What follows belongs to an exercise in optimizing a design on an open flow for small area, a short achievable clock period and few clock cycles per item; a production flow would make more cautious choices. In this exercise RTL edits were held to simulation tests only and were not proved equivalent to the original. Power and IR drop assume default switching activity.

==> flow/design.v <==
package cnn_pkg;
  localparam int ACC_W = 35;
  function automatic logic [15:0] sat_relu(input logic [ACC_W-1:0] acc,
                                           input logic relu);
    logic hi_ones, hi_zeros;
    logic [15:0] r;
    hi_ones  = &acc[ACC_W-1:23];
    hi_zeros = ~|acc[ACC_W-1:23];
    if (hi_ones || hi_zeros) r = acc[23:8];
    else if (acc[ACC_W-1]) r = 16'h8000;
    else r = 16'h7fff;
    if (relu && acc[ACC_W-1]) r = 16'h0000;
    sat_relu = r;
  endfunction
endpackage
module cnn_mac_lane (
  input  logic        clk,
  input  logic        first,    
  input  logic [7:0]  one,      
  input  logic [7:0]  two,      
  input  logic [7:0]  neg,      
  input  logic [15:0] w,        
  input  logic        relu,
  input  logic        en,
  output logic [15:0] out
);
  logic [34:0] s_q, c_q, s_d, c_d;
  wire pp0_0 = (one[0] & w[0]) ^ neg[0];
  wire pp0_1 = ((one[0] & w[1]) | (two[0] & w[0])) ^ neg[0];
  wire pp0_2 = ((one[0] & w[2]) | (two[0] & w[1])) ^ neg[0];
  wire pp0_3 = ((one[0] & w[3]) | (two[0] & w[2])) ^ neg[0];
  wire pp0_4 = ((one[0] & w[4]) | (two[0] & w[3])) ^ neg[0];
  wire pp0_5 = ((one[0] & w[5]) | (two[0] & w[4])) ^ neg[0];
  wire pp0_6 = ((one[0] & w[6]) | (two[0] & w[5])) ^ neg[0];
  wire pp0_7 = ((one[0] & w[7]) | (two[0] & w[6])) ^ neg[0];
  wire pp0_8 = ((one[0] & w[8]) | (two[0] & w[7])) ^ neg[0];
  wire pp0_9 = ((one[0] & w[9]) | (two[0] & w[8])) ^ neg[0];
  wire pp0_10 = ((one[0] & w[10]) | (two[0] & w[9])) ^ neg[0];
  wire pp0_11 = ((one[0] & w[11]) | (two[0] & w[10])) ^ neg[0];
  wire pp0_12 = ((one[0] & w[12]) | (two[0] & w[11])) ^ neg[0];
  wire pp0_13 = ((one[0] & w[13]) | (two[0] & w[12])) ^ neg[0];
  wire pp0_14 = ((one[0] & w[14]) | (two[0] & w[13])) ^ neg[0];
  wire pp0_15 = ((one[0] & w[15]) | (two[0] & w[14])) ^ neg[0];
  wire pp0_16 = ~(((one[0] & w[15]) | (two[0] & w[15])) ^ neg[0]);
  wire pp1_0 = (one[1] & w[0]) ^ neg[1];
  wire pp1_1 = ((one[1] & w[1]) | (two[1] & w[0])) ^ neg[1];
  wire pp1_2 = ((one[1] & w[2]) | (two[1] & w[1])) ^ neg[1];
  wire pp1_3 = ((one[1] & w[3]) | (two[1] & w[2])) ^ neg[1];
  wire pp1_4 = ((one[1] & w[4]) | (two[1] & w[3])) ^ neg[1];
  wire pp1_5 = ((one[1] & w[5]) | (two[1] & w[4])) ^ neg[1];
  wire pp1_6 = ((one[1] & w[6]) | (two[1] & w[5])) ^ neg[1];
  wire pp1_7 = ((one[1] & w[7]) | (two[1] & w[6])) ^ neg[1];
  wire pp1_8 = ((one[1] & w[8]) | (two[1] & w[7])) ^ neg[1];
  wire pp1_9 = ((one[1] & w[9]) | (two[1] & w[8])) ^ neg[1];
  wire pp1_10 = ((one[1] & w[10]) | (two[1] & w[9])) ^ neg[1];
  wire pp1_11 = ((one[1] & w[11]) | (two[1] & w[10])) ^ neg[1];
  wire pp1_12 = ((one[1] & w[12]) | (two[1] & w[11])) ^ neg[1];
  wire pp1_13 = ((one[1] & w[13]) | (two[1] & w[12])) ^ neg[1];
  wire pp1_14 = ((one[1] & w[14]) | (two[1] & w[13])) ^ neg[1];
  wire pp1_15 = ((one[1] & w[15]) | (two[1] & w[14])) ^ neg[1];
  wire pp1_16 = ~(((one[1] & w[15]) | (two[1] & w[15])) ^ neg[1]);
  wire pp2_0 = (one[2] & w[0]) ^ neg[2];
  wire pp2_1 = ((one[2] & w[1]) | (two[2] & w[0])) ^ neg[2];
  wire pp2_2 = ((one[2] & w[2]) | (two[2] & w[1])) ^ neg[2];
  wire pp2_3 = ((one[2] & w[3]) | (two[2] & w[2])) ^ neg[2];
  wire pp2_4 = ((one[2] & w[4]) | (two[2] & w[3])) ^ neg[2];
  wire pp2_5 = ((one[2] & w[5]) | (two[2] & w[4])) ^ neg[2];
  wire pp2_6 = ((one[2] & w[6]) | (two[2] & w[5])) ^ neg[2];
  wire pp2_7 = ((one[2] & w[7]) | (two[2] & w[6])) ^ neg[2];
  wire pp2_8 = ((one[2] & w[8]) | (two[2] & w[7])) ^ neg[2];
  wire pp2_9 = ((one[2] & w[9]) | (two[2] & w[8])) ^ neg[2];
  wire pp2_10 = ((one[2] & w[10]) | (two[2] & w[9])) ^ neg[2];
  wire pp2_11 = ((one[2] & w[11]) | (two[2] & w[10])) ^ neg[2];
  wire pp2_12 = ((one[2] & w[12]) | (two[2] & w[11])) ^ neg[2];
  wire pp2_13 = ((one[2] & w[13]) | (two[2] & w[12])) ^ neg[2];
  wire pp2_14 = ((one[2] & w[14]) | (two[2] & w[13])) ^ neg[2];
  wire pp2_15 = ((one[2] & w[15]) | (two[2] & w[14])) ^ neg[2];
  wire pp2_16 = ~(((one[2] & w[15]) | (two[2] & w[15])) ^ neg[2]);
  wire pp3_0 = (one[3] & w[0]) ^ neg[3];
  wire pp3_1 = ((one[3] & w[1]) | (two[3] & w[0])) ^ neg[3];
  wire pp3_2 = ((one[3] & w[2]) | (two[3] & w[1])) ^ neg[3];
  wire pp3_3 = ((one[3] & w[3]) | (two[3] & w[2])) ^ neg[3];
  wire pp3_4 = ((one[3] & w[4]) | (two[3] & w[3])) ^ neg[3];
  wire pp3_5 = ((one[3] & w[5]) | (two[3] & w[4])) ^ neg[3];
  wire pp3_6 = ((one[3] & w[6]) | (two[3] & w[5])) ^ neg[3];
  wire pp3_7 = ((one[3] & w[7]) | (two[3] & w[6])) ^ neg[3];
  wire pp3_8 = ((one[3] & w[8]) | (two[3] & w[7])) ^ neg[3];
  wire pp3_9 = ((one[3] & w[9]) | (two[3] & w[8])) ^ neg[3];
  wire pp3_10 = ((one[3] & w[10]) | (two[3] & w[9])) ^ neg[3];
  wire pp3_11 = ((one[3] & w[11]) | (two[3] & w[10])) ^ neg[3];
  wire pp3_12 = ((one[3] & w[12]) | (two[3] & w[11])) ^ neg[3];
  wire pp3_13 = ((one[3] & w[13]) | (two[3] & w[12])) ^ neg[3];
  wire pp3_14 = ((one[3] & w[14]) | (two[3] & w[13])) ^ neg[3];
  wire pp3_15 = ((one[3] & w[15]) | (two[3] & w[14])) ^ neg[3];
  wire pp3_16 = ~(((one[3] & w[15]) | (two[3] & w[15])) ^ neg[3]);
  wire pp4_0 = (one[4] & w[0]) ^ neg[4];
  wire pp4_1 = ((one[4] & w[1]) | (two[4] & w[0])) ^ neg[4];
  wire pp4_2 = ((one[4] & w[2]) | (two[4] & w[1])) ^ neg[4];
  wire pp4_3 = ((one[4] & w[3]) | (two[4] & w[2])) ^ neg[4];
  wire pp4_4 = ((one[4] & w[4]) | (two[4] & w[3])) ^ neg[4];
  wire pp4_5 = ((one[4] & w[5]) | (two[4] & w[4])) ^ neg[4];
  wire pp4_6 = ((one[4] & w[6]) | (two[4] & w[5])) ^ neg[4];
  wire pp4_7 = ((one[4] & w[7]) | (two[4] & w[6])) ^ neg[4];
  wire pp4_8 = ((one[4] & w[8]) | (two[4] & w[7])) ^ neg[4];
  wire pp4_9 = ((one[4] & w[9]) | (two[4] & w[8])) ^ neg[4];
  wire pp4_10 = ((one[4] & w[10]) | (two[4] & w[9])) ^ neg[4];
  wire pp4_11 = ((one[4] & w[11]) | (two[4] & w[10])) ^ neg[4];
  wire pp4_12 = ((one[4] & w[12]) | (two[4] & w[11])) ^ neg[4];
  wire pp4_13 = ((one[4] & w[13]) | (two[4] & w[12])) ^ neg[4];
  wire pp4_14 = ((one[4] & w[14]) | (two[4] & w[13])) ^ neg[4];
  wire pp4_15 = ((one[4] & w[15]) | (two[4] & w[14])) ^ neg[4];
  wire pp4_16 = ~(((one[4] & w[15]) | (two[4] & w[15])) ^ neg[4]);
  wire pp5_0 = (one[5] & w[0]) ^ neg[5];
  wire pp5_1 = ((one[5] & w[1]) | (two[5] & w[0])) ^ neg[5];
  wire pp5_2 = ((one[5] & w[2]) | (two[5] & w[1])) ^ neg[5];
  wire pp5_3 = ((one[5] & w[3]) | (two[5] & w[2])) ^ neg[5];
  wire pp5_4 = ((one[5] & w[4]) | (two[5] & w[3])) ^ neg[5];
  wire pp5_5 = ((one[5] & w[5]) | (two[5] & w[4])) ^ neg[5];
  wire pp5_6 = ((one[5] & w[6]) | (two[5] & w[5])) ^ neg[5];
  wire pp5_7 = ((one[5] & w[7]) | (two[5] & w[6])) ^ neg[5];
  wire pp5_8 = ((one[5] & w[8]) | (two[5] & w[7])) ^ neg[5];
  wire pp5_9 = ((one[5] & w[9]) | (two[5] & w[8])) ^ neg[5];
  wire pp5_10 = ((one[5] & w[10]) | (two[5] & w[9])) ^ neg[5];
  wire pp5_11 = ((one[5] & w[11]) | (two[5] & w[10])) ^ neg[5];
  wire pp5_12 = ((one[5] & w[12]) | (two[5] & w[11])) ^ neg[5];
  wire pp5_13 = ((one[5] & w[13]) | (two[5] & w[12])) ^ neg[5];
  wire pp5_14 = ((one[5] & w[14]) | (two[5] & w[13])) ^ neg[5];
  wire pp5_15 = ((one[5] & w[15]) | (two[5] & w[14])) ^ neg[5];
  wire pp5_16 = ~(((one[5] & w[15]) | (two[5] & w[15])) ^ neg[5]);
  wire pp6_0 = (one[6] & w[0]) ^ neg[6];
  wire pp6_1 = ((one[6] & w[1]) | (two[6] & w[0])) ^ neg[6];
  wire pp6_2 = ((one[6] & w[2]) | (two[6] & w[1])) ^ neg[6];
  wire pp6_3 = ((one[6] & w[3]) | (two[6] & w[2])) ^ neg[6];
  wire pp6_4 = ((one[6] & w[4]) | (two[6] & w[3])) ^ neg[6];
  wire pp6_5 = ((one[6] & w[5]) | (two[6] & w[4])) ^ neg[6];
  wire pp6_6 = ((one[6] & w[6]) | (two[6] & w[5])) ^ neg[6];
  wire pp6_7 = ((one[6] & w[7]) | (two[6] & w[6])) ^ neg[6];
  wire pp6_8 = ((one[6] & w[8]) | (two[6] & w[7])) ^ neg[6];
  wire pp6_9 = ((one[6] & w[9]) | (two[6] & w[8])) ^ neg[6];
  wire pp6_10 = ((one[6] & w[10]) | (two[6] & w[9])) ^ neg[6];
  wire pp6_11 = ((one[6] & w[11]) | (two[6] & w[10])) ^ neg[6];
  wire pp6_12 = ((one[6] & w[12]) | (two[6] & w[11])) ^ neg[6];
  wire pp6_13 = ((one[6] & w[13]) | (two[6] & w[12])) ^ neg[6];
  wire pp6_14 = ((one[6] & w[14]) | (two[6] & w[13])) ^ neg[6];
  wire pp6_15 = ((one[6] & w[15]) | (two[6] & w[14])) ^ neg[6];
  wire pp6_16 = ~(((one[6] & w[15]) | (two[6] & w[15])) ^ neg[6]);
  wire pp7_0 = (one[7] & w[0]) ^ neg[7];
  wire pp7_1 = ((one[7] & w[1]) | (two[7] & w[0])) ^ neg[7];
  wire pp7_2 = ((one[7] & w[2]) | (two[7] & w[1])) ^ neg[7];
  wire pp7_3 = ((one[7] & w[3]) | (two[7] & w[2])) ^ neg[7];
  wire pp7_4 = ((one[7] & w[4]) | (two[7] & w[3])) ^ neg[7];
  wire pp7_5 = ((one[7] & w[5]) | (two[7] & w[4])) ^ neg[7];
  wire pp7_6 = ((one[7] & w[6]) | (two[7] & w[5])) ^ neg[7];
  wire pp7_7 = ((one[7] & w[7]) | (two[7] & w[6])) ^ neg[7];
  wire pp7_8 = ((one[7] & w[8]) | (two[7] & w[7])) ^ neg[7];
  wire pp7_9 = ((one[7] & w[9]) | (two[7] & w[8])) ^ neg[7];
  wire pp7_10 = ((one[7] & w[10]) | (two[7] & w[9])) ^ neg[7];
  wire pp7_11 = ((one[7] & w[11]) | (two[7] & w[10])) ^ neg[7];
  wire pp7_12 = ((one[7] & w[12]) | (two[7] & w[11])) ^ neg[7];
  wire pp7_13 = ((one[7] & w[13]) | (two[7] & w[12])) ^ neg[7];
  wire pp7_14 = ((one[7] & w[14]) | (two[7] & w[13])) ^ neg[7];
  wire pp7_15 = ((one[7] & w[15]) | (two[7] & w[14])) ^ neg[7];
  wire pp7_16 = ~(((one[7] & w[15]) | (two[7] & w[15])) ^ neg[7]);
  wire as0 = s_q[0] & ~first;
  wire ac0 = c_q[0] & ~first;
  wire as1 = s_q[1] & ~first;
  wire ac1 = c_q[1] & ~first;
  wire as2 = s_q[2] & ~first;
  wire ac2 = c_q[2] & ~first;
  wire as3 = s_q[3] & ~first;
  wire ac3 = c_q[3] & ~first;
  wire as4 = s_q[4] & ~first;
  wire ac4 = c_q[4] & ~first;
  wire as5 = s_q[5] & ~first;
  wire ac5 = c_q[5] & ~first;
  wire as6 = s_q[6] & ~first;
  wire ac6 = c_q[6] & ~first;
  wire as7 = s_q[7] & ~first;
  wire ac7 = c_q[7] & ~first;
  wire as8 = s_q[8] & ~first;
  wire ac8 = c_q[8] & ~first;
  wire as9 = s_q[9] & ~first;
  wire ac9 = c_q[9] & ~first;
  wire as10 = s_q[10] & ~first;
  wire ac10 = c_q[10] & ~first;
  wire as11 = s_q[11] & ~first;
  wire ac11 = c_q[11] & ~first;
  wire as12 = s_q[12] & ~first;
  wire ac12 = c_q[12] & ~first;
  wire as13 = s_q[13] & ~first;
  wire ac13 = c_q[13] & ~first;
  wire as14 = s_q[14] & ~first;
  wire ac14 = c_q[14] & ~first;
  wire as15 = s_q[15] & ~first;
  wire ac15 = c_q[15] & ~first;
  wire as16 = s_q[16] & ~first;
  wire ac16 = c_q[16] & ~first;
  wire as17 = s_q[17] & ~first;
  wire ac17 = c_q[17] & ~first;
  wire as18 = s_q[18] & ~first;
  wire ac18 = c_q[18] & ~first;
  wire as19 = s_q[19] & ~first;
  wire ac19 = c_q[19] & ~first;
  wire as20 = s_q[20] & ~first;
  wire ac20 = c_q[20] & ~first;
  wire as21 = s_q[21] & ~first;
  wire ac21 = c_q[21] & ~first;
  wire as22 = s_q[22] & ~first;
  wire ac22 = c_q[22] & ~first;
  wire as23 = s_q[23] & ~first;
  wire ac23 = c_q[23] & ~first;
  wire as24 = s_q[24] & ~first;
  wire ac24 = c_q[24] & ~first;
  wire as25 = s_q[25] & ~first;
  wire ac25 = c_q[25] & ~first;
  wire as26 = s_q[26] & ~first;
  wire ac26 = c_q[26] & ~first;
  wire as27 = s_q[27] & ~first;
  wire ac27 = c_q[27] & ~first;
  wire as28 = s_q[28] & ~first;
  wire ac28 = c_q[28] & ~first;
  wire as29 = s_q[29] & ~first;
  wire ac29 = c_q[29] & ~first;
  wire as30 = s_q[30] & ~first;
  wire ac30 = c_q[30] & ~first;
  wire as31 = s_q[31] & ~first;
  wire ac31 = c_q[31] & ~first;
  wire as32 = s_q[32] & ~first;
  wire ac32 = c_q[32] & ~first;
  wire as33 = s_q[33] & ~first;
  wire ac33 = c_q[33] & ~first;
  wire as34 = s_q[34] & ~first;
  wire ac34 = c_q[34] & ~first;
  wire hs0 = neg[6] ^ as12;
  wire hc0 = neg[6] & as12;
  wire hs1 = as13 ^ ac13;
  wire hc1 = as13 & ac13;
  wire fs0 = neg[7] ^ as14 ^ ac14;
  wire fc0 = (neg[7] & as14) | (neg[7] & ac14) | (as14 & ac14);
  wire hs2 = pp0_14 ^ pp1_12;
  wire hc2 = pp0_14 & pp1_12;
  wire fs1 = as15 ^ ac15 ^ pp0_15;
  wire fc1 = (as15 & ac15) | (as15 & pp0_15) | (ac15 & pp0_15);
  wire hs3 = pp1_13 ^ pp2_11;
  wire hc3 = pp1_13 & pp2_11;
  wire fs2 = 1'b1 ^ as16 ^ ac16;
  wire fc2 = (1'b1 & as16) | (1'b1 & ac16) | (as16 & ac16);
  wire fs3 = pp0_16 ^ pp1_14 ^ pp2_12;
  wire fc3 = (pp0_16 & pp1_14) | (pp0_16 & pp2_12) | (pp1_14 & pp2_12);
  wire fs4 = 1'b1 ^ as17 ^ ac17;
  wire fc4 = (1'b1 & as17) | (1'b1 & ac17) | (as17 & ac17);
  wire hs4 = pp1_15 ^ pp2_13;
  wire hc4 = pp1_15 & pp2_13;
  wire fs5 = as18 ^ ac18 ^ pp1_16;
  wire fc5 = (as18 & ac18) | (as18 & pp1_16) | (ac18 & pp1_16);
  wire hs5 = 1'b1 ^ as19;
  wire hc5 = 1'b1 & as19;
  wire hs6 = neg[3] ^ as6;
  wire hc6 = neg[3] & as6;
  wire fs6 = as7 ^ ac7 ^ first;
  wire fc6 = (as7 & ac7) | (as7 & first) | (ac7 & first);
  wire fs7 = neg[4] ^ as8 ^ ac8;
  wire fc7 = (neg[4] & as8) | (neg[4] & ac8) | (as8 & ac8);
  wire hs7 = pp0_8 ^ pp1_6;
  wire hc7 = pp0_8 & pp1_6;
  wire fs8 = as9 ^ ac9 ^ pp0_9;
  wire fc8 = (as9 & ac9) | (as9 & pp0_9) | (ac9 & pp0_9);
  wire hs8 = pp1_7 ^ pp2_5;
  wire hc8 = pp1_7 & pp2_5;
  wire fs9 = neg[5] ^ as10 ^ ac10;
  wire fc9 = (neg[5] & as10) | (neg[5] & ac10) | (as10 & ac10);
  wire fs10 = pp0_10 ^ pp1_8 ^ pp2_6;
  wire fc10 = (pp0_10 & pp1_8) | (pp0_10 & pp2_6) | (pp1_8 & pp2_6);
  wire hs9 = pp3_4 ^ pp4_2;
  wire hc9 = pp3_4 & pp4_2;
  wire fs11 = as11 ^ ac11 ^ pp0_11;
  wire fc11 = (as11 & ac11) | (as11 & pp0_11) | (ac11 & pp0_11);
  wire fs12 = pp1_9 ^ pp2_7 ^ pp3_5;
  wire fc12 = (pp1_9 & pp2_7) | (pp1_9 & pp3_5) | (pp2_7 & pp3_5);
  wire hs10 = pp4_3 ^ pp5_1;
  wire hc10 = pp4_3 & pp5_1;
  wire fs13 = ac12 ^ hs0 ^ pp0_12;
  wire fc13 = (ac12 & hs0) | (ac12 & pp0_12) | (hs0 & pp0_12);
  wire fs14 = pp1_10 ^ pp2_8 ^ pp3_6;
  wire fc14 = (pp1_10 & pp2_8) | (pp1_10 & pp3_6) | (pp2_8 & pp3_6);
  wire fs15 = pp4_4 ^ pp5_2 ^ pp6_0;
  wire fc15 = (pp4_4 & pp5_2) | (pp4_4 & pp6_0) | (pp5_2 & pp6_0);
  wire fs16 = hc0 ^ hs1 ^ pp0_13;
  wire fc16 = (hc0 & hs1) | (hc0 & pp0_13) | (hs1 & pp0_13);
  wire fs17 = pp1_11 ^ pp2_9 ^ pp3_7;
  wire fc17 = (pp1_11 & pp2_9) | (pp1_11 & pp3_7) | (pp2_9 & pp3_7);
  wire fs18 = pp4_5 ^ pp5_3 ^ pp6_1;
  wire fc18 = (pp4_5 & pp5_3) | (pp4_5 & pp6_1) | (pp5_3 & pp6_1);
  wire fs19 = hc1 ^ fs0 ^ pp2_10;
  wire fc19 = (hc1 & fs0) | (hc1 & pp2_10) | (fs0 & pp2_10);
  wire fs20 = pp3_8 ^ pp4_6 ^ pp5_4;
  wire fc20 = (pp3_8 & pp4_6) | (pp3_8 & pp5_4) | (pp4_6 & pp5_4);
  wire fs21 = pp6_2 ^ pp7_0 ^ hs2;
  wire fc21 = (pp6_2 & pp7_0) | (pp6_2 & hs2) | (pp7_0 & hs2);
  wire fs22 = fc0 ^ pp3_9 ^ pp4_7;
  wire fc22 = (fc0 & pp3_9) | (fc0 & pp4_7) | (pp3_9 & pp4_7);
  wire fs23 = pp5_5 ^ pp6_3 ^ pp7_1;
  wire fc23 = (pp5_5 & pp6_3) | (pp5_5 & pp7_1) | (pp6_3 & pp7_1);
  wire fs24 = hc2 ^ hs3 ^ fs1;
  wire fc24 = (hc2 & hs3) | (hc2 & fs1) | (hs3 & fs1);
  wire fs25 = fs2 ^ pp3_10 ^ pp4_8;
  wire fc25 = (fs2 & pp3_10) | (fs2 & pp4_8) | (pp3_10 & pp4_8);
  wire fs26 = pp5_6 ^ pp6_4 ^ pp7_2;
  wire fc26 = (pp5_6 & pp6_4) | (pp5_6 & pp7_2) | (pp6_4 & pp7_2);
  wire fs27 = hc3 ^ fc1 ^ fs3;
  wire fc27 = (hc3 & fc1) | (hc3 & fs3) | (fc1 & fs3);
  wire fs28 = fc2 ^ fs4 ^ pp3_11;
  wire fc28 = (fc2 & fs4) | (fc2 & pp3_11) | (fs4 & pp3_11);
  wire fs29 = pp4_9 ^ pp5_7 ^ pp6_5;
  wire fc29 = (pp4_9 & pp5_7) | (pp4_9 & pp6_5) | (pp5_7 & pp6_5);
  wire fs30 = pp7_3 ^ hs4 ^ fc3;
  wire fc30 = (pp7_3 & hs4) | (pp7_3 & fc3) | (hs4 & fc3);
  wire fs31 = fc4 ^ pp2_14 ^ pp3_12;
  wire fc31 = (fc4 & pp2_14) | (fc4 & pp3_12) | (pp2_14 & pp3_12);
  wire fs32 = pp4_10 ^ pp5_8 ^ pp6_6;
  wire fc32 = (pp4_10 & pp5_8) | (pp4_10 & pp6_6) | (pp5_8 & pp6_6);
  wire fs33 = pp7_4 ^ hc4 ^ fs5;
  wire fc33 = (pp7_4 & hc4) | (pp7_4 & fs5) | (hc4 & fs5);
  wire fs34 = ac19 ^ hs5 ^ pp2_15;
  wire fc34 = (ac19 & hs5) | (ac19 & pp2_15) | (hs5 & pp2_15);
  wire fs35 = pp3_13 ^ pp4_11 ^ pp5_9;
  wire fc35 = (pp3_13 & pp4_11) | (pp3_13 & pp5_9) | (pp4_11 & pp5_9);
  wire fs36 = pp6_7 ^ pp7_5 ^ fc5;
  wire fc36 = (pp6_7 & pp7_5) | (pp6_7 & fc5) | (pp7_5 & fc5);
  wire fs37 = as20 ^ ac20 ^ hc5;
  wire fc37 = (as20 & ac20) | (as20 & hc5) | (ac20 & hc5);
  wire fs38 = pp2_16 ^ pp3_14 ^ pp4_12;
  wire fc38 = (pp2_16 & pp3_14) | (pp2_16 & pp4_12) | (pp3_14 & pp4_12);
  wire fs39 = pp5_10 ^ pp6_8 ^ pp7_6;
  wire fc39 = (pp5_10 & pp6_8) | (pp5_10 & pp7_6) | (pp6_8 & pp7_6);
  wire fs40 = 1'b1 ^ as21 ^ ac21;
  wire fc40 = (1'b1 & as21) | (1'b1 & ac21) | (as21 & ac21);
  wire fs41 = pp3_15 ^ pp4_13 ^ pp5_11;
  wire fc41 = (pp3_15 & pp4_13) | (pp3_15 & pp5_11) | (pp4_13 & pp5_11);
  wire hs11 = pp6_9 ^ pp7_7;
  wire hc11 = pp6_9 & pp7_7;
  wire fs42 = as22 ^ ac22 ^ pp3_16;
  wire fc42 = (as22 & ac22) | (as22 & pp3_16) | (ac22 & pp3_16);
  wire fs43 = pp4_14 ^ pp5_12 ^ pp6_10;
  wire fc43 = (pp4_14 & pp5_12) | (pp4_14 & pp6_10) | (pp5_12 & pp6_10);
  wire fs44 = 1'b1 ^ as23 ^ ac23;
  wire fc44 = (1'b1 & as23) | (1'b1 & ac23) | (as23 & ac23);
  wire hs12 = pp4_15 ^ pp5_13;
  wire hc12 = pp4_15 & pp5_13;
  wire fs45 = as24 ^ ac24 ^ pp4_16;
  wire fc45 = (as24 & ac24) | (as24 & pp4_16) | (ac24 & pp4_16);
  wire hs13 = 1'b1 ^ as25;
  wire hc13 = 1'b1 & as25;
  wire hs14 = neg[1] ^ as2;
  wire hc14 = neg[1] & as2;
  wire hs15 = as3 ^ ac3;
  wire hc15 = as3 & ac3;
  wire fs46 = neg[2] ^ as4 ^ ac4;
  wire fc46 = (neg[2] & as4) | (neg[2] & ac4) | (as4 & ac4);
  wire hs16 = pp0_4 ^ pp1_2;
  wire hc16 = pp0_4 & pp1_2;
  wire fs47 = as5 ^ ac5 ^ pp0_5;
  wire fc47 = (as5 & ac5) | (as5 & pp0_5) | (ac5 & pp0_5);
  wire hs17 = pp1_3 ^ pp2_1;
  wire hc17 = pp1_3 & pp2_1;
  wire fs48 = ac6 ^ hs6 ^ pp0_6;
  wire fc48 = (ac6 & hs6) | (ac6 & pp0_6) | (hs6 & pp0_6);
  wire fs49 = pp1_4 ^ pp2_2 ^ pp3_0;
  wire fc49 = (pp1_4 & pp2_2) | (pp1_4 & pp3_0) | (pp2_2 & pp3_0);
  wire fs50 = hc6 ^ fs6 ^ pp0_7;
  wire fc50 = (hc6 & fs6) | (hc6 & pp0_7) | (fs6 & pp0_7);
  wire fs51 = pp1_5 ^ pp2_3 ^ pp3_1;
  wire fc51 = (pp1_5 & pp2_3) | (pp1_5 & pp3_1) | (pp2_3 & pp3_1);
  wire fs52 = fc6 ^ fs7 ^ pp2_4;
  wire fc52 = (fc6 & fs7) | (fc6 & pp2_4) | (fs7 & pp2_4);
  wire fs53 = pp3_2 ^ pp4_0 ^ hs7;
  wire fc53 = (pp3_2 & pp4_0) | (pp3_2 & hs7) | (pp4_0 & hs7);
  wire fs54 = fc7 ^ pp3_3 ^ pp4_1;
  wire fc54 = (fc7 & pp3_3) | (fc7 & pp4_1) | (pp3_3 & pp4_1);
  wire fs55 = hc7 ^ hs8 ^ fs8;
  wire fc55 = (hc7 & hs8) | (hc7 & fs8) | (hs8 & fs8);
  wire fs56 = fs9 ^ pp5_0 ^ hc8;
  wire fc56 = (fs9 & pp5_0) | (fs9 & hc8) | (pp5_0 & hc8);
  wire fs57 = hs9 ^ fc8 ^ fs10;
  wire fc57 = (hs9 & fc8) | (hs9 & fs10) | (fc8 & fs10);
  wire fs58 = fc9 ^ hc9 ^ hs10;
  wire fc58 = (fc9 & hc9) | (fc9 & hs10) | (hc9 & hs10);
  wire fs59 = fc10 ^ fs11 ^ fs12;
  wire fc59 = (fc10 & fs11) | (fc10 & fs12) | (fs11 & fs12);
  wire fs60 = hc10 ^ fc11 ^ fc12;
  wire fc60 = (hc10 & fc11) | (hc10 & fc12) | (fc11 & fc12);
  wire fs61 = fs13 ^ fs14 ^ fs15;
  wire fc61 = (fs13 & fs14) | (fs13 & fs15) | (fs14 & fs15);
  wire fs62 = fc13 ^ fc14 ^ fc15;
  wire fc62 = (fc13 & fc14) | (fc13 & fc15) | (fc14 & fc15);
  wire fs63 = fs16 ^ fs17 ^ fs18;
  wire fc63 = (fs16 & fs17) | (fs16 & fs18) | (fs17 & fs18);
  wire fs64 = fc16 ^ fc17 ^ fc18;
  wire fc64 = (fc16 & fc17) | (fc16 & fc18) | (fc17 & fc18);
  wire fs65 = fs19 ^ fs20 ^ fs21;
  wire fc65 = (fs19 & fs20) | (fs19 & fs21) | (fs20 & fs21);
  wire fs66 = fc19 ^ fc20 ^ fs22;
  wire fc66 = (fc19 & fc20) | (fc19 & fs22) | (fc20 & fs22);
  wire fs67 = fs23 ^ fc21 ^ fs24;
  wire fc67 = (fs23 & fc21) | (fs23 & fs24) | (fc21 & fs24);
  wire fs68 = fc22 ^ fc23 ^ fs25;
  wire fc68 = (fc22 & fc23) | (fc22 & fs25) | (fc23 & fs25);
  wire fs69 = fs26 ^ fc24 ^ fs27;
  wire fc69 = (fs26 & fc24) | (fs26 & fs27) | (fc24 & fs27);
  wire fs70 = fc25 ^ fc26 ^ fs28;
  wire fc70 = (fc25 & fc26) | (fc25 & fs28) | (fc26 & fs28);
  wire fs71 = fs29 ^ fs30 ^ fc27;
  wire fc71 = (fs29 & fs30) | (fs29 & fc27) | (fs30 & fc27);
  wire fs72 = fc28 ^ fc29 ^ fs31;
  wire fc72 = (fc28 & fc29) | (fc28 & fs31) | (fc29 & fs31);
  wire fs73 = fs32 ^ fc30 ^ fs33;
  wire fc73 = (fs32 & fc30) | (fs32 & fs33) | (fc30 & fs33);
  wire fs74 = fc31 ^ fc32 ^ fs34;
  wire fc74 = (fc31 & fc32) | (fc31 & fs34) | (fc32 & fs34);
  wire fs75 = fs35 ^ fs36 ^ fc33;
  wire fc75 = (fs35 & fs36) | (fs35 & fc33) | (fs36 & fc33);
  wire fs76 = fs37 ^ fc34 ^ fc35;
  wire fc76 = (fs37 & fc34) | (fs37 & fc35) | (fc34 & fc35);
  wire fs77 = fs38 ^ fs39 ^ fc36;
  wire fc77 = (fs38 & fs39) | (fs38 & fc36) | (fs39 & fc36);
  wire fs78 = fs40 ^ fc37 ^ hs11;
  wire fc78 = (fs40 & fc37) | (fs40 & hs11) | (fc37 & hs11);
  wire fs79 = fc38 ^ fc39 ^ fs41;
  wire fc79 = (fc38 & fc39) | (fc38 & fs41) | (fc39 & fs41);
  wire fs80 = fc40 ^ pp7_8 ^ hc11;
  wire fc80 = (fc40 & pp7_8) | (fc40 & hc11) | (pp7_8 & hc11);
  wire fs81 = fc41 ^ fs42 ^ fs43;
  wire fc81 = (fc41 & fs42) | (fc41 & fs43) | (fs42 & fs43);
  wire fs82 = fs44 ^ pp6_11 ^ pp7_9;
  wire fc82 = (fs44 & pp6_11) | (fs44 & pp7_9) | (pp6_11 & pp7_9);
  wire fs83 = hs12 ^ fc42 ^ fc43;
  wire fc83 = (hs12 & fc42) | (hs12 & fc43) | (fc42 & fc43);
  wire fs84 = fc44 ^ pp5_14 ^ pp6_12;
  wire fc84 = (fc44 & pp5_14) | (fc44 & pp6_12) | (pp5_14 & pp6_12);
  wire fs85 = pp7_10 ^ hc12 ^ fs45;
  wire fc85 = (pp7_10 & hc12) | (pp7_10 & fs45) | (hc12 & fs45);
  wire fs86 = ac25 ^ hs13 ^ pp5_15;
  wire fc86 = (ac25 & hs13) | (ac25 & pp5_15) | (hs13 & pp5_15);
  wire fs87 = pp6_13 ^ pp7_11 ^ fc45;
  wire fc87 = (pp6_13 & pp7_11) | (pp6_13 & fc45) | (pp7_11 & fc45);
  wire fs88 = as26 ^ ac26 ^ hc13;
  wire fc88 = (as26 & ac26) | (as26 & hc13) | (ac26 & hc13);
  wire fs89 = pp5_16 ^ pp6_14 ^ pp7_12;
  wire fc89 = (pp5_16 & pp6_14) | (pp5_16 & pp7_12) | (pp6_14 & pp7_12);
  wire fs90 = 1'b1 ^ as27 ^ ac27;
  wire fc90 = (1'b1 & as27) | (1'b1 & ac27) | (as27 & ac27);
  wire hs18 = pp6_15 ^ pp7_13;
  wire hc18 = pp6_15 & pp7_13;
  wire fs91 = as28 ^ ac28 ^ pp6_16;
  wire fc91 = (as28 & ac28) | (as28 & pp6_16) | (ac28 & pp6_16);
  wire hs19 = 1'b1 ^ as29;
  wire hc19 = 1'b1 & as29;
  wire hs20 = neg[0] ^ as0;
  wire hc20 = neg[0] & as0;
  wire hs21 = as1 ^ ac1;
  wire hc21 = as1 & ac1;
  wire fs92 = ac2 ^ hs14 ^ pp0_2;
  wire fc92 = (ac2 & hs14) | (ac2 & pp0_2) | (hs14 & pp0_2);
  wire fs93 = hc14 ^ hs15 ^ pp0_3;
  wire fc93 = (hc14 & hs15) | (hc14 & pp0_3) | (hs15 & pp0_3);
  wire fs94 = hc15 ^ fs46 ^ pp2_0;
  wire fc94 = (hc15 & fs46) | (hc15 & pp2_0) | (fs46 & pp2_0);
  wire fs95 = fc46 ^ hc16 ^ hs17;
  wire fc95 = (fc46 & hc16) | (fc46 & hs17) | (hc16 & hs17);
  wire fs96 = hc17 ^ fc47 ^ fs48;
  wire fc96 = (hc17 & fc47) | (hc17 & fs48) | (fc47 & fs48);
  wire fs97 = fc48 ^ fc49 ^ fs50;
  wire fc97 = (fc48 & fc49) | (fc48 & fs50) | (fc49 & fs50);
  wire fs98 = fc50 ^ fc51 ^ fs52;
  wire fc98 = (fc50 & fc51) | (fc50 & fs52) | (fc51 & fs52);
  wire fs99 = fc52 ^ fs54 ^ fc53;
  wire fc99 = (fc52 & fs54) | (fc52 & fc53) | (fs54 & fc53);
  wire fs100 = fc54 ^ fs56 ^ fc55;
  wire fc100 = (fc54 & fs56) | (fc54 & fc55) | (fs56 & fc55);
  wire fs101 = fc56 ^ fs58 ^ fc57;
  wire fc101 = (fc56 & fs58) | (fc56 & fc57) | (fs58 & fc57);
  wire fs102 = fc58 ^ fs60 ^ fc59;
  wire fc102 = (fc58 & fs60) | (fc58 & fc59) | (fs60 & fc59);
  wire fs103 = fc60 ^ fs62 ^ fc61;
  wire fc103 = (fc60 & fs62) | (fc60 & fc61) | (fs62 & fc61);
  wire fs104 = fc62 ^ fs64 ^ fc63;
  wire fc104 = (fc62 & fs64) | (fc62 & fc63) | (fs64 & fc63);
  wire fs105 = fc64 ^ fs66 ^ fc65;
  wire fc105 = (fc64 & fs66) | (fc64 & fc65) | (fs66 & fc65);
  wire fs106 = fc66 ^ fs68 ^ fc67;
  wire fc106 = (fc66 & fs68) | (fc66 & fc67) | (fs68 & fc67);
  wire fs107 = fc68 ^ fs70 ^ fc69;
  wire fc107 = (fc68 & fs70) | (fc68 & fc69) | (fs70 & fc69);
  wire fs108 = fc70 ^ fs72 ^ fc71;
  wire fc108 = (fc70 & fs72) | (fc70 & fc71) | (fs72 & fc71);
  wire fs109 = fc72 ^ fs74 ^ fc73;
  wire fc109 = (fc72 & fs74) | (fc72 & fc73) | (fs74 & fc73);
  wire fs110 = fs76 ^ fc74 ^ fc75;
  wire fc110 = (fs76 & fc74) | (fs76 & fc75) | (fc74 & fc75);
  wire fs111 = fs78 ^ fc76 ^ fs79;
  wire fc111 = (fs78 & fc76) | (fs78 & fs79) | (fc76 & fs79);
  wire fs112 = fs80 ^ fc78 ^ fc79;
  wire fc112 = (fs80 & fc78) | (fs80 & fc79) | (fc78 & fc79);
  wire fs113 = fs82 ^ fc80 ^ fs83;
  wire fc113 = (fs82 & fc80) | (fs82 & fs83) | (fc80 & fs83);
  wire fs114 = fc82 ^ fs84 ^ fc83;
  wire fc114 = (fc82 & fs84) | (fc82 & fc83) | (fs84 & fc83);
  wire fs115 = fc84 ^ fs86 ^ fs87;
  wire fc115 = (fc84 & fs86) | (fc84 & fs87) | (fs86 & fs87);
  wire fs116 = fs88 ^ fc86 ^ fs89;
  wire fc116 = (fs88 & fc86) | (fs88 & fs89) | (fc86 & fs89);
  wire fs117 = fs90 ^ fc88 ^ hs18;
  wire fc117 = (fs90 & fc88) | (fs90 & hs18) | (fc88 & hs18);
  wire fs118 = fc90 ^ pp7_14 ^ hc18;
  wire fc118 = (fc90 & pp7_14) | (fc90 & hc18) | (pp7_14 & hc18);
  wire fs119 = ac29 ^ hs19 ^ pp7_15;
  wire fc119 = (ac29 & hs19) | (ac29 & pp7_15) | (hs19 & pp7_15);
  wire fs120 = as30 ^ ac30 ^ hc19;
  wire fc120 = (as30 & ac30) | (as30 & hc19) | (ac30 & hc19);
  wire hs22 = 1'b1 ^ as31;
  wire hc22 = 1'b1 & as31;
  wire hs23 = 1'b1 ^ as32;
  wire hc23 = 1'b1 & as32;
  wire hs24 = 1'b1 ^ as33;
  wire hc24 = 1'b1 & as33;
  wire hs25 = 1'b1 ^ as34;
  wire hs26 = ac0 ^ hs20;
  wire hc26 = ac0 & hs20;
  wire fs121 = hc20 ^ hs21 ^ pp0_1;
  wire fc121 = (hc20 & hs21) | (hc20 & pp0_1) | (hs21 & pp0_1);
  wire fs122 = hc21 ^ pp1_0 ^ fs92;
  wire fc122 = (hc21 & pp1_0) | (hc21 & fs92) | (pp1_0 & fs92);
  wire fs123 = pp1_1 ^ fc92 ^ fs93;
  wire fc123 = (pp1_1 & fc92) | (pp1_1 & fs93) | (fc92 & fs93);
  wire fs124 = hs16 ^ fc93 ^ fs94;
  wire fc124 = (hs16 & fc93) | (hs16 & fs94) | (fc93 & fs94);
  wire fs125 = fc94 ^ fs47 ^ fs95;
  wire fc125 = (fc94 & fs47) | (fc94 & fs95) | (fs47 & fs95);
  wire fs126 = fs49 ^ fc95 ^ fs96;
  wire fc126 = (fs49 & fc95) | (fs49 & fs96) | (fc95 & fs96);
  wire fs127 = fs51 ^ fc96 ^ fs97;
  wire fc127 = (fs51 & fc96) | (fs51 & fs97) | (fc96 & fs97);
  wire fs128 = fs53 ^ fc97 ^ fs98;
  wire fc128 = (fs53 & fc97) | (fs53 & fs98) | (fc97 & fs98);
  wire fs129 = fc98 ^ fs55 ^ fs99;
  wire fc129 = (fc98 & fs55) | (fc98 & fs99) | (fs55 & fs99);
  wire fs130 = fs57 ^ fc99 ^ fs100;
  wire fc130 = (fs57 & fc99) | (fs57 & fs100) | (fc99 & fs100);
  wire fs131 = fs59 ^ fc100 ^ fs101;
  wire fc131 = (fs59 & fc100) | (fs59 & fs101) | (fc100 & fs101);
  wire fs132 = fs61 ^ fc101 ^ fs102;
  wire fc132 = (fs61 & fc101) | (fs61 & fs102) | (fc101 & fs102);
  wire fs133 = fs63 ^ fc102 ^ fs103;
  wire fc133 = (fs63 & fc102) | (fs63 & fs103) | (fc102 & fs103);
  wire fs134 = fs65 ^ fc103 ^ fs104;
  wire fc134 = (fs65 & fc103) | (fs65 & fs104) | (fc103 & fs104);
  wire fs135 = fc104 ^ fs67 ^ fs105;
  wire fc135 = (fc104 & fs67) | (fc104 & fs105) | (fs67 & fs105);
  wire fs136 = fs69 ^ fc105 ^ fs106;
  wire fc136 = (fs69 & fc105) | (fs69 & fs106) | (fc105 & fs106);
  wire fs137 = fs71 ^ fc106 ^ fs107;
  wire fc137 = (fs71 & fc106) | (fs71 & fs107) | (fc106 & fs107);
  wire fs138 = fs73 ^ fc107 ^ fs108;
  wire fc138 = (fs73 & fc107) | (fs73 & fs108) | (fc107 & fs108);
  wire fs139 = fs75 ^ fc108 ^ fs109;
  wire fc139 = (fs75 & fc108) | (fs75 & fs109) | (fc108 & fs109);
  wire fs140 = fs77 ^ fc109 ^ fs110;
  wire fc140 = (fs77 & fc109) | (fs77 & fs110) | (fc109 & fs110);
  wire fs141 = fc77 ^ fs111 ^ fc110;
  wire fc141 = (fc77 & fs111) | (fc77 & fc110) | (fs111 & fc110);
  wire fs142 = fs81 ^ fc111 ^ fs112;
  wire fc142 = (fs81 & fc111) | (fs81 & fs112) | (fc111 & fs112);
  wire fs143 = fc81 ^ fc112 ^ fs113;
  wire fc143 = (fc81 & fc112) | (fc81 & fs113) | (fc112 & fs113);
  wire fs144 = fs85 ^ fc113 ^ fs114;
  wire fc144 = (fs85 & fc113) | (fs85 & fs114) | (fc113 & fs114);
  wire fs145 = fc85 ^ fc114 ^ fs115;
  wire fc145 = (fc85 & fc114) | (fc85 & fs115) | (fc114 & fs115);
  wire fs146 = fc87 ^ fs116 ^ fc115;
  wire fc146 = (fc87 & fs116) | (fc87 & fc115) | (fs116 & fc115);
  wire fs147 = fc89 ^ fs117 ^ fc116;
  wire fc147 = (fc89 & fs117) | (fc89 & fc116) | (fs117 & fc116);
  wire fs148 = fs91 ^ fs118 ^ fc117;
  wire fc148 = (fs91 & fs118) | (fs91 & fc117) | (fs118 & fc117);
  wire fs149 = fc91 ^ fs119 ^ fc118;
  wire fc149 = (fc91 & fs119) | (fc91 & fc118) | (fs119 & fc118);
  wire fs150 = pp7_16 ^ fs120 ^ fc119;
  wire fc150 = (pp7_16 & fs120) | (pp7_16 & fc119) | (fs120 & fc119);
  wire fs151 = ac31 ^ hs22 ^ fc120;
  wire fc151 = (ac31 & hs22) | (ac31 & fc120) | (hs22 & fc120);
  wire fs152 = ac32 ^ hc22 ^ hs23;
  wire fc152 = (ac32 & hc22) | (ac32 & hs23) | (hc22 & hs23);
  wire fs153 = ac33 ^ hc23 ^ hs24;
  wire fc153 = (ac33 & hc23) | (ac33 & hs24) | (hc23 & hs24);
  wire fs154 = ac34 ^ hc24 ^ hs25;
  assign s_d = {fc153, fc152, fs152, fs151, fs150, fc148, fs148, fs147, fc145, fc144, fc143, fc142, fs142, fc140, fc139, fc138, fc137, fc136, fc135, fc134, fc133, fc132, fc131, fc130, fc129, fc128, fc127, fc126, fc125, fc124, fc123, fc122, fc121, hc26, hs26};
  assign c_d = {fs154, fs153, fc151, fc150, fc149, fs149, fc147, fc146, fs146, fs145, fs144, fs143, fc141, fs141, fs140, fs139, fs138, fs137, fs136, fs135, fs134, fs133, fs132, fs131, fs130, fs129, fs128, fs127, fs126, fs125, fs124, fs123, fs122, fs121, pp0_0};
  always_ff @(posedge clk) begin
    s_q <= s_d;
    c_q <= c_d;
  end
  logic [34:0] v;
  logic [15:0] res;
  assign v = s_q + c_q;
  always_comb begin
    res = cnn_pkg::sat_relu(v, relu);
    if (!en) res = '0;
  end
  always_ff @(posedge clk) out <= res;
endmodule
module cnn_layer_par (
  input  logic         clk,
  input  logic         reset,
  input  logic         start,
  input  logic [3:0]   ch_en,
  input  logic         relu_en,
  input  logic         wt_we,
  input  logic [1:0]   wt_ch,
  input  logic [0:0]   wt_w,
  input  logic [3:0]   wt_tap,
  input  logic [15:0]  wt_data,
  input  logic         in_valid,
  output logic         in_ready,
  input  logic [63:0]  in_data,
  output logic [127:0] out_data,
  output logic [3:0]   finished
);
  logic       busy_q;      
  logic [8:0] tap_q;       
  logic       rdy_q;
  logic [3:0] en_q, fin_q;
  logic       relu_q;
  logic       first_q;     
  logic       p1_q;        
  logic       p2_q;        
  logic       clr_q;       
  logic       go, hs;
  assign go = start & ~busy_q;
  assign hs = in_valid & rdy_q & (busy_q | start);
  always_ff @(posedge clk) begin
    if (reset) begin
      busy_q  <= 1'b0;
      tap_q   <= 9'd1;
      rdy_q   <= 1'b1;
      en_q    <= '0;
      relu_q  <= 1'b0;
      fin_q   <= '0;
      first_q <= 1'b0;
      p1_q    <= 1'b0;
      p2_q    <= 1'b0;
      clr_q   <= 1'b1;
    end else begin
      clr_q   <= p2_q;
      first_q <= hs & tap_q[0];
      p1_q    <= hs & tap_q[8];
      p2_q    <= p1_q;
      if (go) begin
        busy_q <= 1'b1;
        en_q   <= ch_en;
        relu_q <= relu_en;
        fin_q  <= '0;
      end else if (p2_q) begin
        busy_q <= 1'b0;
        fin_q  <= '1;
      end
      if (p2_q) begin
        tap_q <= 9'd1;
        rdy_q <= 1'b1;
      end else if (hs) begin
        tap_q <= tap_q << 1;
        rdy_q <= ~tap_q[8];
      end
    end
  end
  logic [15:0] wt_q [72];
  logic        wv_q;         
  logic        wclr_q;       
  logic [2:0]  wl_q;         
  logic [8:0]  wt1_q;        
  logic [15:0] wd_q;         
  logic        wt_ok;
  assign wt_ok = wt_we & ~busy_q & (wt_tap < 4'd9);
  always_ff @(posedge clk) begin
    wclr_q <= reset;
    wv_q   <= ~reset & wt_ok;
    wl_q   <= {wt_ch, wt_w};
    wd_q   <= wt_data;
    for (int t = 0; t < 9; t++) wt1_q[t] <= (wt_tap == 4'(t));
  end
  for (genvar i = 0; i < 72; i++) begin : g_wt
    localparam int L = i / 9;
    localparam int T = i % 9;
    wire wen = wclr_q | (wv_q && wl_q == 3'(L) && wt1_q[T]);
    always_ff @(posedge clk) begin
      if (wen) wt_q[i] <= wclr_q ? 16'd0 : wd_q;
    end
  end
  logic [7:0]  one_q [4];
  logic [7:0]  two_q [4];
  logic [7:0]  neg_q [4];
  logic [15:0] w_q   [8];
  for (genvar c = 0; c < 4; c++) begin : g_enc
    logic [16:0] xe;
    logic [7:0] one_d, two_d, neg_d;
    assign xe = {in_data[16*c +: 16], 1'b0};
    always_comb begin
      for (int j = 0; j < 8; j++) begin
        one_d[j] = hs & (xe[2*j+1] ^ xe[2*j]);
        two_d[j] = hs & ((xe[2*j+2] & ~xe[2*j+1] & ~xe[2*j]) | (~xe[2*j+2] & xe[2*j+1] & xe[2*j]));
        neg_d[j] = xe[2*j+2];
      end
    end
    always_ff @(posedge clk) begin
      one_q[c] <= one_d;
      two_q[c] <= two_d;
      neg_q[c] <= neg_d;
    end
  end
  for (genvar l = 0; l < 8; l++) begin : g_wsel
    logic [15:0] ws;
    always_comb begin
      ws = '0;
      for (int t = 0; t < 9; t++) begin
        ws = ws | (wt_q[l*9 + t] & {16{tap_q[t]}});
      end
    end
    wire hit = wclr_q | (wv_q && wl_q == 3'(l) && |(wt1_q & tap_q));
    always_ff @(posedge clk) w_q[l] <= hit ? (wclr_q ? 16'd0 : wd_q) : ws;
  end
  for (genvar l = 0; l < 8; l++) begin : g_lane
    cnn_mac_lane u_lane (
      .clk   (clk),
      .first (first_q),
      .one   (one_q[l/2]),
      .two   (two_q[l/2]),
      .neg   (neg_q[l/2]),
      .w     (w_q[l]),
      .relu  (relu_q),
      .en    (en_q[l/2]),
      .out   (out_data[16*l +: 16])
    );
  end
  assign in_ready = rdy_q;
  assign finished = fin_q;
endmodule
==> flow/flow/run.sh <==
#!/bin/bash
set -euo pipefail
MARGIN=${MARGIN:-7.5}
bash standard.sh SETUP_SLACK_MARGIN=$MARGIN finish > standard_flow.log 2>&1
==> flow/standard.sh <==
#!/bin/bash
# synth_recipe.tcl (not shown) runs the flow's synth.tcl, then flattens the netlist and writes it again
# the make line also repeats each setting of config.mk as NAME=value (left out here)
make -C /OpenROAD-flow-scripts/flow DESIGN_CONFIG=/design/flow/config.mk WORK_HOME=/design/flow/orfs CLKGATE_MAP_FILE= SYNTH_SCRIPT=/design/flow/synth_recipe.tcl "${@:-finish}"
==> flow/config.mk <==
export PLATFORM = sky130hd
export DESIGN_NAME = cnn_layer_par
export DESIGN_NICKNAME = cnn_layer_par
export VERILOG_FILES = /design/flow/design.v
export SDC_FILE = /design/flow/constraint.sdc
export NUM_CORES = 4
export LEC_CHECK = 0
export CAP_MARGIN = 20
export CORE_MARGIN = 2
export CORE_UTILIZATION = 40
export SLEW_MARGIN = 20
==> flow/constraint.sdc <==
create_clock -name core_clock -period 11.0 [get_ports {clk}]
set_input_delay 2.2000 -clock core_clock [delete_from_list [all_inputs] [get_ports {clk}]]
set_output_delay 2.2000 -clock core_clock [all_outputs]
set_load 0.01 [all_outputs]
==> run notes <==
cells in the final DEF, fill, tap and decap left out, types with 131 or more instances in the layout:
cell type  Yosys  final
clkbuf_16      0    255
inv_1       1238   1105
ha_1         464    365
nand2_1      303    288
nand3_1      189    187
edfxtp_1    1152   1152
a22oi_1     1223   1193
a211oi_1     162    144
buf_6          5    161
o21ai_0      255    172
a221oi_1     131    131
a21o_1       177    176
nand2b_1     340    248
xnor2_1      932    925
buf_4          5    262
nor2b_1      284    236
inv_2          0    133
a21oi_1      308    271
fa_2           0    149
nor2_1       389    380
dfxtp_1      962    586
xor2_1       395    391
dfxtp_2        0    263
fa_1        1192   1043
stage by stage:
stage          worst slack (ps)  util [%]  area [um^2]  cells  hold WS, ps
6_report                   7300      47.2       156000  16300          431
5_1_grt                    7220      47.2       156000  16300          460
3_5_place_dp               6260      41.9       138000  15600          429
3_3_place_gp               6250      41.9       138000  15600          427
2_1_floorplan              7460         -       133000  11800          414
4_1_cts                    7260      46.0       152000  16200          436
flip-flops by register name, indices dropped and copies added, names as in the netlist, 3 cells and up:
name	cells
neg_q	32
g_lane.u_lane.c_q	280
two_q	32
wt1_q	9
tap_q	9
wl_q	3
g_lane.u_lane.s_q	280
g_lane.u_lane.out	128
wd_q	16
wt_q	1152
one_q	32
en_q	4
w_q	128
area by class of cell:
type | count | area share (%)
well taps | 4366 | 3.51
repair buffers | 690 | 5.44
diodes | 13 | 0.0209
multi-input cells | 7462 | 47.8
flip-flops and latches | 2114 | 35.1
inverters | 1246 | 3.04
clock inverters | 154 | 0.953
clock buffers | 290 | 4.11
report_power, final:
group,switching [mW],internal [mW]
Sequential,1.54,10.6
Clock,3.50,4.56
Combinational,15.9,11.8
Total,20.9,26.9
timing repair:
item | 4_1_cts | 5_1_grt
buffers inserted | 133 | 102
hold endpoints to repair | 0 | 0
resized for setup | 1597 | 739
gates cloned | 53 | 17
setup endpoints to repair | 793 | 461
pin swaps | 186 | 382
per-layer routing:
layer	wire, um	global-route usage, %
met1	176000	33.7
met2	199000	40.1
met3	44100	5.60
met4	17000	8.67
met5	352	0
path summary, 6_finish.rpt:
path         cells past startpoint  slack [ps]                  endpoint
max                             12        7300  g_lane[1].u_lane.c_q[16]
min                              1         430                      p2_q
max reg2reg                     12        7300  g_lane[1].u_lane.c_q[16]
min reg2reg                      1         430                      p2_q
worst max-delay path, stage by stage (launching register included):
cell      delay, ps
dfxtp_4         390
buf_16          190
buf_12          180
buf_16          150
nand2b_4        150
fa_2            520
inv_1            50
fa_1            480
fa_2            380
inv_1            70
fa_2            430
inv_2            70
fa_2            410
cells by family after synthesis:
| logic type | count (synthesis) | share of synthesized area [%] |
|---|---|---|
| mux | 10 | 0.0766 |
| flops | 2114 | 40.7 |
| simple gates | 1764 | 6.88 |
| compound gates | 2701 | 14.8 |
| fa+ha+maj | 1656 | 22.4 |
| buf+inv | 2215 | 6.34 |
| xor+xnor | 1327 | 8.78 |
==> impl_metrics.yaml <==
timing:
  skew_ps: 53.5
  relSlewSlack_pct: 25.3
  tightest_slew_ps: 1110
  drv_slew: 0
  setup_viol: 0
  period_needed_ps: 3700
  fmax_mhz: 270
  min_period_over_period_pct: 33.6
  hold_viol_final: 0
  tns_ps: 0
  grt_setup_unrepaired: "true"
synth:
  syn-instance-count: 11800
  avgSynthCellArea_um2: 11.2
  synth_area_leader_cell: "edfxtp_1"
  yosysSeqAreaShare_pct: 40.7
  syn-cell-area_um2: 132000
  async_flop_share_pct: 0
  yosys-top-cells-count: "inv_1, a22oi_1, fa_1"
  synth-seq-cells: 2114
  synth_top_area_share_pct: 26.1
  synthFlopType: "edfxtp_1"
  ys_warn_count: 12
  yosysMostFrequentCell: "inv_1"
  yosysUniqueCellTypes: 95
  syn-num-nets: 13500
  synth_edf_count: 1152
  netlist_top_cells_area: "edfxtp_1, fa_1, dfxtp_1"
floorplanning:
  core-area_um2: 330000
  die_y_um: 579
  initial_core_util_pct: 40.1
  pin_count: 230
  die_w_um: 579
  row_count: 211
  die-area_um2: 335000
clock_tree:
  path_clk_slew_ps: 60
  clock_tree.buffer_depth: 4
  cts_tree: "done"
  clk_latency_ps: 960
  cts_root_buf: "clkbuf_16"
  clkSinkCount: 2114
  numCtsBuffers: 237
  postCtsHoldBufs: 0
  cts_max_level: 4
finish:
  final_layout_size_suffix_gt1_share_pct: 18.6
  register_area_um2: 54600
  multi_input_area_um2: 74500
  fill_cells: 29200
  num-nets-final: 13500
  area_growth_pct: 17.7
detailed_routing:
  drt-pass1-iter-count: 9
  wirelength_um: 437000
  ant_nets: 0
  via_per_inst: 5.86
  vias: 95800
  drt-initial-drc-count: 10300
  drc: 0
  wl_per_cell_um: 26.7
status:
  outcome: "complete, no violations"
place:
  globalplace.congestion: 0.892
  dp_hpwl_um: 260000
  numPortBuffers: 229
setup_path:
  r2r-start: "first_q"
  crit_path_max_fanout: 7
  crit_arrival_ps: 4480
  start_kind: "flop"
  worst-setup-path-type: "flop to flop"
  cp-startpoint: "first_q"
  critPathRequiredTime_ps: 11780
  endpoint_kind: "flop"
global_route:
  grt_max_degree: 94
  grt_pass1_wl_um: 638000
  antenna_found_initial: 30
  track_usage_pct: 25.2
  overflow: 0
  grt_pass1_vias: 98700
flow_run:
  drv_cap: 0
power:
  total_power_mw: 47.9
  p_leak_nw: 59.2
  powerDensity_nw_per_um2: 308
  vdd_drop_max_uv: 171
worst_hold_path:
  hold_path_class: "flop to flop"
  min-delay-start: "p1_q"
Testbench counts, summed over its fixed seeds: cycles 2,816, passes 256.

## port drivers added, routing unchanged
In the flow no input, the clock included, has a driving cell. The finished layout below was timed again as built, in two steps.
Step 1 assumes that a clkbuf_16 drives the clock port and a buf_2 every other input.
Step 2 adds t to the input delays and takes it off the output delays; t is the mean of the earliest and latest rising clock arrival at the registers after step 1. Input paths then give back, and output paths get back, about the clock's delay inside the block.
Three values: ideal, step 1, step 2; two values: the first two.
t (ns): 1.026
slack for setup (ns): 7.301 / 7.220 / 6.767
worst setup path after step 2: input to register
After both steps setup and hold are still met in this run. The setup slack of this run moves by -0.081 ns with the drivers and by -0.534 ns with both steps.
